What follows belongs to an exercise in optimizing a design on an open flow for small area and a short achievable clock period; a production flow would make more cautious choices.
In this exercise RTL edits were held to simulation tests only and were not proved equivalent to the original.

==> flow/design.v <==
`default_nettype none
package awgn_pkg;
	localparam int unsigned uniform_width = 28;
	localparam int unsigned num_sources = 12;
	localparam int unsigned sample_width = 32;
	localparam int unsigned quant_width = 7;
	localparam int unsigned pipe_depth = 4;
	localparam logic [sample_width-1:0] clt_offset = 32'd1610612730;
	localparam logic [uniform_width-1:0] lfsr_taps = 28'h900_0000;
	localparam logic [num_sources*uniform_width-1:0] lfsr_seeds = {
		28'h6c4_a2e8, 28'hd08_f73b, 28'h39e_6ca5, 28'h7bd_2140,
		28'he15_b8f0, 28'h46a_c5d9, 28'h8f0_372c, 28'h2d9_1b6e,
		28'hc7e_0453, 28'h13f_8a26, 28'hb24_d091, 28'h5a3_c1e7
	};
	typedef struct packed {
		logic signed [quant_width-1:0] q;
		logic [sample_width-quant_width-1:0] frac;
	} clt_fields_s;
	typedef union packed {
		logic signed [sample_width-1:0] sample;
		clt_fields_s fields;
	} clt_word_u;
endpackage
`default_nettype wire
`default_nettype none
package snr_pkg;
	localparam int unsigned snr_width = 4;
	localparam int unsigned snr_max = 10;
	localparam int unsigned sigma_width = 16;
	localparam int unsigned sigma_frac_bits = 16;
	localparam logic [(snr_max+1)*sigma_width-1:0] sigma_table = {
		16'd2589,
		16'd2910,
		16'd3264,
		16'd3657,
		16'd4103,
		16'd4607,
		16'd5171,
		16'd5800,
		16'd6508,
		16'd7301,
		16'd8192
	};
	localparam int unsigned noise_width = 8;
endpackage
`default_nettype wire
`timescale 1ns/1ns
`default_nettype none
module awgn_ctrl (
	input  wire logic clk,
	input  wire logic rst_n,
	input  wire logic run,
	input  wire logic [snr_pkg::snr_width-1:0] snr_db,
	input  wire logic snr_load,
	output logic step,
	output logic [snr_pkg::sigma_width-1:0] sigma,
	output logic sample_valid,
	output logic snr_err
);
	logic [snr_pkg::snr_width-1:0] snr_idx;
	logic [awgn_pkg::pipe_depth-1:0] valid_sr;
	logic snr_bad;
	assign step = run;
	assign snr_bad = (snr_db > snr_pkg::snr_max);
	always_ff @(posedge clk or negedge rst_n) begin
		if (!rst_n) begin
			snr_idx <= '0;
			snr_err <= 1'b0;
		end else begin
			snr_err <= snr_load && snr_bad;
			if (snr_load && !snr_bad)
				snr_idx <= snr_db;
		end
	end
	assign sigma = snr_pkg::sigma_table[snr_idx*snr_pkg::sigma_width +: snr_pkg::sigma_width];
	always_ff @(posedge clk or negedge rst_n) begin
		if (!rst_n)
			valid_sr <= '0;
		else
			valid_sr <= {valid_sr[awgn_pkg::pipe_depth-2:0], run};
	end
	assign sample_valid = valid_sr[awgn_pkg::pipe_depth-1];
endmodule
`default_nettype wire
`timescale 1ns/1ns
`default_nettype none
module uniform_bank (
	input  wire logic clk,
	input  wire logic rst_n,
	input  wire logic step,
	output logic [awgn_pkg::num_sources-1:0][awgn_pkg::uniform_width-1:0] uniform_words
);
	logic [awgn_pkg::num_sources-1:0][awgn_pkg::uniform_width-1:0] next_words;
	always_comb begin
		for (int i = 0; i < awgn_pkg::num_sources; i++) begin
			if (uniform_words[i][0])
				next_words[i] = (uniform_words[i] >> 1) ^ awgn_pkg::lfsr_taps;
			else
				next_words[i] = uniform_words[i] >> 1;
		end
	end
	always_ff @(posedge clk or negedge rst_n) begin
		if (!rst_n) begin
			for (int i = 0; i < awgn_pkg::num_sources; i++)
				uniform_words[i] <= awgn_pkg::lfsr_seeds[i*awgn_pkg::uniform_width +: awgn_pkg::uniform_width];
		end else if (step) begin
			uniform_words <= next_words;
		end
	end
endmodule
`default_nettype wire
`timescale 1ns/1ns
`default_nettype none
module clt_sum (
	input  wire logic clk,
	input  wire logic rst_n,
	input  wire logic [awgn_pkg::num_sources-1:0][awgn_pkg::uniform_width-1:0] uniform_words,
	output awgn_pkg::clt_word_u sum_word
);
	logic [awgn_pkg::sample_width-1:0] word_total;
	always_comb begin
		word_total = '0;
		for (int i = 0; i < awgn_pkg::num_sources; i++)
			word_total = word_total
				+ {{(awgn_pkg::sample_width-awgn_pkg::uniform_width){1'b0}}, uniform_words[i]};
	end
	always_ff @(posedge clk or negedge rst_n) begin
		if (!rst_n)
			sum_word.sample <= '0;
		else
			sum_word.sample <= $signed(word_total - awgn_pkg::clt_offset);
	end
endmodule
`default_nettype wire
`timescale 1ns/1ns
`default_nettype none
module noise_scale (
	input  wire logic clk,
	input  wire logic rst_n,
	input  wire awgn_pkg::clt_word_u sum_word,
	input  wire logic [snr_pkg::sigma_width-1:0] sigma,
	output logic signed [awgn_pkg::quant_width-1:0] quant,
	output logic signed [snr_pkg::noise_width-1:0] noise
);
	localparam int unsigned prod_width = awgn_pkg::quant_width + snr_pkg::sigma_width + 1;
	logic signed [prod_width-1:0] product;
	logic signed [prod_width-1:0] scaled;
	always_ff @(posedge clk or negedge rst_n) begin
		if (!rst_n)
			quant <= '0;
		else
			quant <= sum_word.fields.q;
	end
	assign product = quant * $signed({1'b0, sigma});
	assign scaled = product >>> snr_pkg::sigma_frac_bits;
	always_ff @(posedge clk or negedge rst_n) begin
		if (!rst_n)
			noise <= '0;
		else
			noise <= scaled[snr_pkg::noise_width-1:0];
	end
endmodule
`default_nettype wire
`timescale 1ns/1ns
`default_nettype none
module awgn_gen (
	input  wire logic clk,
	input  wire logic rst_n,
	input  wire logic run,
	input  wire logic [snr_pkg::snr_width-1:0] snr_db,
	input  wire logic snr_load,
	output logic signed [awgn_pkg::sample_width-1:0] awgn_out,
	output logic signed [awgn_pkg::quant_width-1:0] awgn_out_quant,
	output logic signed [snr_pkg::noise_width-1:0] noise_out,
	output logic sample_valid,
	output logic snr_err
);
	logic step;
	logic [snr_pkg::sigma_width-1:0] sigma;
	logic [awgn_pkg::num_sources-1:0][awgn_pkg::uniform_width-1:0] uniform_words;
	awgn_ctrl awgn_ctrl_i (
		.clk          (clk),
		.rst_n        (rst_n),
		.run          (run),
		.snr_db       (snr_db),
		.snr_load     (snr_load),
		.step         (step),
		.sigma        (sigma),
		.sample_valid (sample_valid),
		.snr_err      (snr_err)
	);
	uniform_bank uniform_bank_i (
		.clk           (clk),
		.rst_n         (rst_n),
		.step          (step),
		.uniform_words (uniform_words)
	);
	clt_sum clt_sum_i (
		.clk           (clk),
		.rst_n         (rst_n),
		.uniform_words (uniform_words),
		.sum_word      (awgn_out)
	);
	noise_scale noise_scale_i (
		.clk      (clk),
		.rst_n    (rst_n),
		.sum_word (awgn_out),
		.sigma    (sigma),
		.quant    (awgn_out_quant),
		.noise    (noise_out)
	);
endmodule
`default_nettype wire
==> flow/run.sh <==
#!/bin/bash
# synth_recipe.tcl (not shown) runs the flow's synth.tcl, then flattens the netlist and writes it again
# the make line also repeats each setting of config.mk as NAME=value (left out here)
make -C /OpenROAD-flow-scripts/flow DESIGN_CONFIG=/design/flow/config.mk WORK_HOME=/design/flow/orfs CLKGATE_MAP_FILE= SYNTH_SCRIPT=/design/flow/synth_recipe.tcl finish
==> flow/config.mk <==
export PLATFORM = sky130hd
export DESIGN_NAME = awgn_gen
export DESIGN_NICKNAME = awgn_gen
export VERILOG_FILES = /design/flow/design.v
export SDC_FILE = /design/flow/constraint.sdc
export NUM_CORES = 4
export LEC_CHECK = 0
export CAP_MARGIN = 20
export CORE_MARGIN = 2
export CORE_UTILIZATION = 40
export SLEW_MARGIN = 20
==> flow/constraint.sdc <==
create_clock -name core_clock -period 7.5 [get_ports {clk}]
set_input_delay 1.5000 -clock core_clock [delete_from_list [all_inputs] [get_ports {clk}]]
set_output_delay 1.5000 -clock core_clock [all_outputs]
set_load 0.01 [all_outputs]
==> summary.txt <==
STA
  – Fmax: around 140 MHz
  – Layout Skew: 0.03457 ns
  – Period utilization: a little over nine tenths
  – Final setup viols: 0
  – Rel. slew slack: 33.74%
  – Setup TNS: 0 ns
  – Slew @ Worst Pin: 0.9879 ns
  – Fin Hold WS: 0.3490 ns
  – Final hold viol count: 0
  – Slew Viols, Final: 0
  – Fin crit period: about 7.2 ns

GRT
  – Vias in the first global route: 17050
  – Antenna violations before repair: 1
  – Pin count of the biggest net entering global routing: about 180
  – First-pass GRT wire length: between 80000 and 90000 um
  – Total GRT Usage: roughly 16%
  – Grt total ovfl: 0

Floorplanning
  – Initial core utilization: about two fifths
  – Rows: 94
  – Core Footprint: 65390 um2
  – Height of the die: 260.4 um
  – Die area: 67810 um2
  – Die W: 260.4 um
  – Io pins: 57

Drt
  – Via count: 15300
  – Post-DR wirelength/cell: approximately 16 um
  – Detail Route Antenna Nets: 0
  – WL met3: approximately 1400 um
  – DR pass1 iterations: 4
  – Met2 WL: 25770 um
  – DR DRC count: 0
  – DR vias/cell: 4.835
  – Met1 Wirelength: ~24000 um
  – Overall routed net length: about 52000 um
  – Iter 0 DRT Violations: between 600 and 700
  – Max Used Layer: met4

Worst hold path
  – Tightest Hold Check Type: reg2reg

Placement
  – # port buffers: 56
  – Global placer's final weighted congestion: slightly above 0.8
  – Post-detail-place hpwl: 39440 um

Finish
  – FILL cells: 6023
  – Antenna diodes: 0
  – Post-layout net count: between 2000 and 3000
  – Share of post-route cells with drive strength above 1: 23.16%
  – Most common cell after layout, fill and taps aside: inv_1
  – Final Util: 45.08%
  – Area delta synth->final: 12.10%
  – Most frequent cells in the layout: 389 x inv_1, 312 x fa_1, 254 x mux2_2

Worst setup path
  – Worst EP required: approximately 8 ns
  – Startpoint types: flip-flop
  – Crit-path max FO: 6
  – WP data arrival: about 7.6 ns
  – Critical Path End Type: flip-flop
  – Critical path class: reg2reg

Flow run
  – Max Cap Viol: 0

Clocking
  – Number of buffers created by CTS: 46
  – Sink Count: ~390
  – CTS root buffer: clkbuf_16
  – Clock latency on the worst-skew pair: a little under 0.6 ns
  – CTS Hold Bufs: 0
  – Reg clk slew, reported paths: 0.06 ns
  – H-tree depth: 2
  – CTS tree: yes
  – Max Root-Sink Buffers: 3

Logic synthesis
  – Post-synthesis register bit count: 392
  – Ys Warns: 4
  – Synth Net Count: 2659
  – Mapped Area: 26300 um2
  – Post-Syn Instances: 2214
  – Average size of a mapped cell: 11.88 um2
  – Seq/Total Area, Yosys: between 30% and 40%
  – Number of synthesized flops with an enable pin: 0
  – Synth async-reset ratio: 100.0%
  – Yosys cell types: 60
  – Post-synth top flop: dfrtp_1

Run status
  – Outcome: timing/DRC/antenna clean
==> cells by family after synthesis <==
kind of cell / share of synthesized area [%]
buffers and inverters: 6.480
adder cells (fa/ha/maj): 29.74
flip-flops: 38.08
AND/OR/NAND/NOR: 6.033
AO/OA/AOI/OAI: 6.423
multiplexers: 10.95
XOR/XNOR: 2.298
==> timing repair <==
| item | CTS | global route |
|---|---|---|
| endpoints found under the setup margin | 0 | 6 |
| endpoints found under the hold margin | 0 | 0 |
| buffers inserted | 0 | 2 |
| gates resized for setup | 0 | 9 |
==> worst max-delay path: stages (launching register included) <==
cell       delay (ns)
dfstp_2          0.54
ha_1             0.27
nor2b_1          0.15
o21ai_1          0.21
a21oi_2          0.11
o21ai_1          0.25
a21oi_2          0.11
nor4_2           0.33
o21bai_1         0.18
buf_4            0.16
a221oi_1         0.29
xnor2_1          0.14
fa_1             0.55
inv_1            0.06
fa_1             0.51
fa_1             0.53
fa_1             0.53
fa_1             0.55
inv_1            0.04
ha_1             0.37
a2111oi_2        0.43
nand2_1          0.09
a31o_2           0.27
a221oi_1         0.25
nand3_1          0.12
==> worst paths after layout <==
path                                                                 endpoint  cells past startpoint                                         from  slack, ns
worst max-delay path                         clt_sum_i.sum_word[29]$_DFF_PN0_                     24  uniform_bank_i.uniform_words[2]$_DFFE_PN1P_       0.34
worst min-delay path                        awgn_ctrl_i.valid_sr[3]$_DFF_PN0_                      0            awgn_ctrl_i.valid_sr[2]$_DFF_PN0_       0.35
worst max register to register               clt_sum_i.sum_word[29]$_DFF_PN0_                     24  uniform_bank_i.uniform_words[2]$_DFFE_PN1P_       0.34
worst min register to register              awgn_ctrl_i.valid_sr[3]$_DFF_PN0_                      0            awgn_ctrl_i.valid_sr[2]$_DFF_PN0_       0.35
max in group asynchronous       uniform_bank_i.uniform_words[133]$_DFFE_PN0P_                      3                                        rst_n       5.14
min in group asynchronous                  awgn_ctrl_i.snr_idx[3]$_DFFE_PN0P_                      1                                        rst_n       0.90
==> layer usage <==
layer / vias to the layer above / GRT usage (%)
met5: - / 0
met4: 0 / 4.365
met3: 66 / 1.991
met2: 174 / 27.52
met1: 7864 / 22.32
li1: 7198 / -
==> Yosys cell counts, types with 4 or more instances <==
cell type | number | share of area (%)
nor2b_1 | 14 | 0.33
nand4_1 | 9 | 0.21
inv_1 | 389 | 5.6
fa_1 | 312 | 24
nand3_1 | 15 | 0.29
nand2b_1 | 16 | 0.38
nor2_1 | 57 | 0.81
dfstp_2 | 163 | 16
nand2_1 | 138 | 2.0
mux2_2 | 254 | 11
o21a_1 | 10 | 0.29
ha_1 | 125 | 5.9
dfrtp_1 | 229 | 22
a31oi_1 | 4 | 0.095
a21oi_1 | 68 | 1.3
o21ai_1 | 18 | 0.34
o21bai_1 | 8 | 0.23
or2_2 | 9 | 0.21
clkbuf_1 | 56 | 0.80
buf_1 | 5 | 0.071
nor3_1 | 8 | 0.15
and2_1 | 50 | 1.2
o21ai_0 | 85 | 1.6
and3_1 | 5 | 0.12
xnor2_1 | 55 | 1.8
xor2_1 | 14 | 0.47
a211oi_1 | 13 | 0.37
a21o_1 | 28 | 0.80
==> stage by stage <==
step                      instance area (um2)  cells  worst slack [ns]
after CTS                               29410   3162           0.07786
final                                   29480   3165            0.3439
after global placement                  27800   3077            0.1972
after floorplan                         26300   2214            0.7007
after global routing                    29480   3165        -0.0005329
after detailed placement                27800   3077            0.1194
==> final cells by class <==
cell class	instances	area, um2	share of cell area, %
Multi-Input combinational cell	1369	14610	49.57
Clock inverter	26	350.3	1.188
Sequential cell	392	10010	33.97
Tap cell	864	1081	3.667
Inverter	389	1460	4.953
Timing Repair Buffer	66	703.2	2.385
Clock buffer	59	1260	4.274
==> state kept, by name, summed over array words and instances (netlist names) <==
name	flops
uniform_bank_i.uniform_words	336
awgn_ctrl_i.snr_idx	4
awgn_ctrl_i.valid_sr	4
awgn_ctrl_i.snr_err	1
noise_scale_i.noise	8
noise_scale_i.quant	7
clt_sum_i.sum_word	32

-- what the ideal ports hide --
Ports are ideal in the flow. The routed layout listed here was re-timed in OpenROAD.
Step 1, drivers: a clkbuf_16 drives clk and a buf_2 each remaining input, both assumed.
Step 2, shift: input delay + t, output delay - t, t = (earliest + latest rising clock arrival at the registers) / 2. This alone moves slack from input paths to output paths.
a / b / c = ideal ports / drivers / drivers and shift; a / b = the first two.
shift t [ns]: 0.637
setup WS [ns]: 0.344 / 0.344 / 0.344
hold slack, ns: 0.349 / 0.349 / 0.349
latest minus earliest clock arrival (ns): 0.035 / 0.035
slew at the worst register clock pin (ns): 0.06 / 0.06
After both steps setup and hold are still met in this run. For this run, drivers alone change the setup slack by 0.000 ns; drivers and shift together by 0.000 ns.
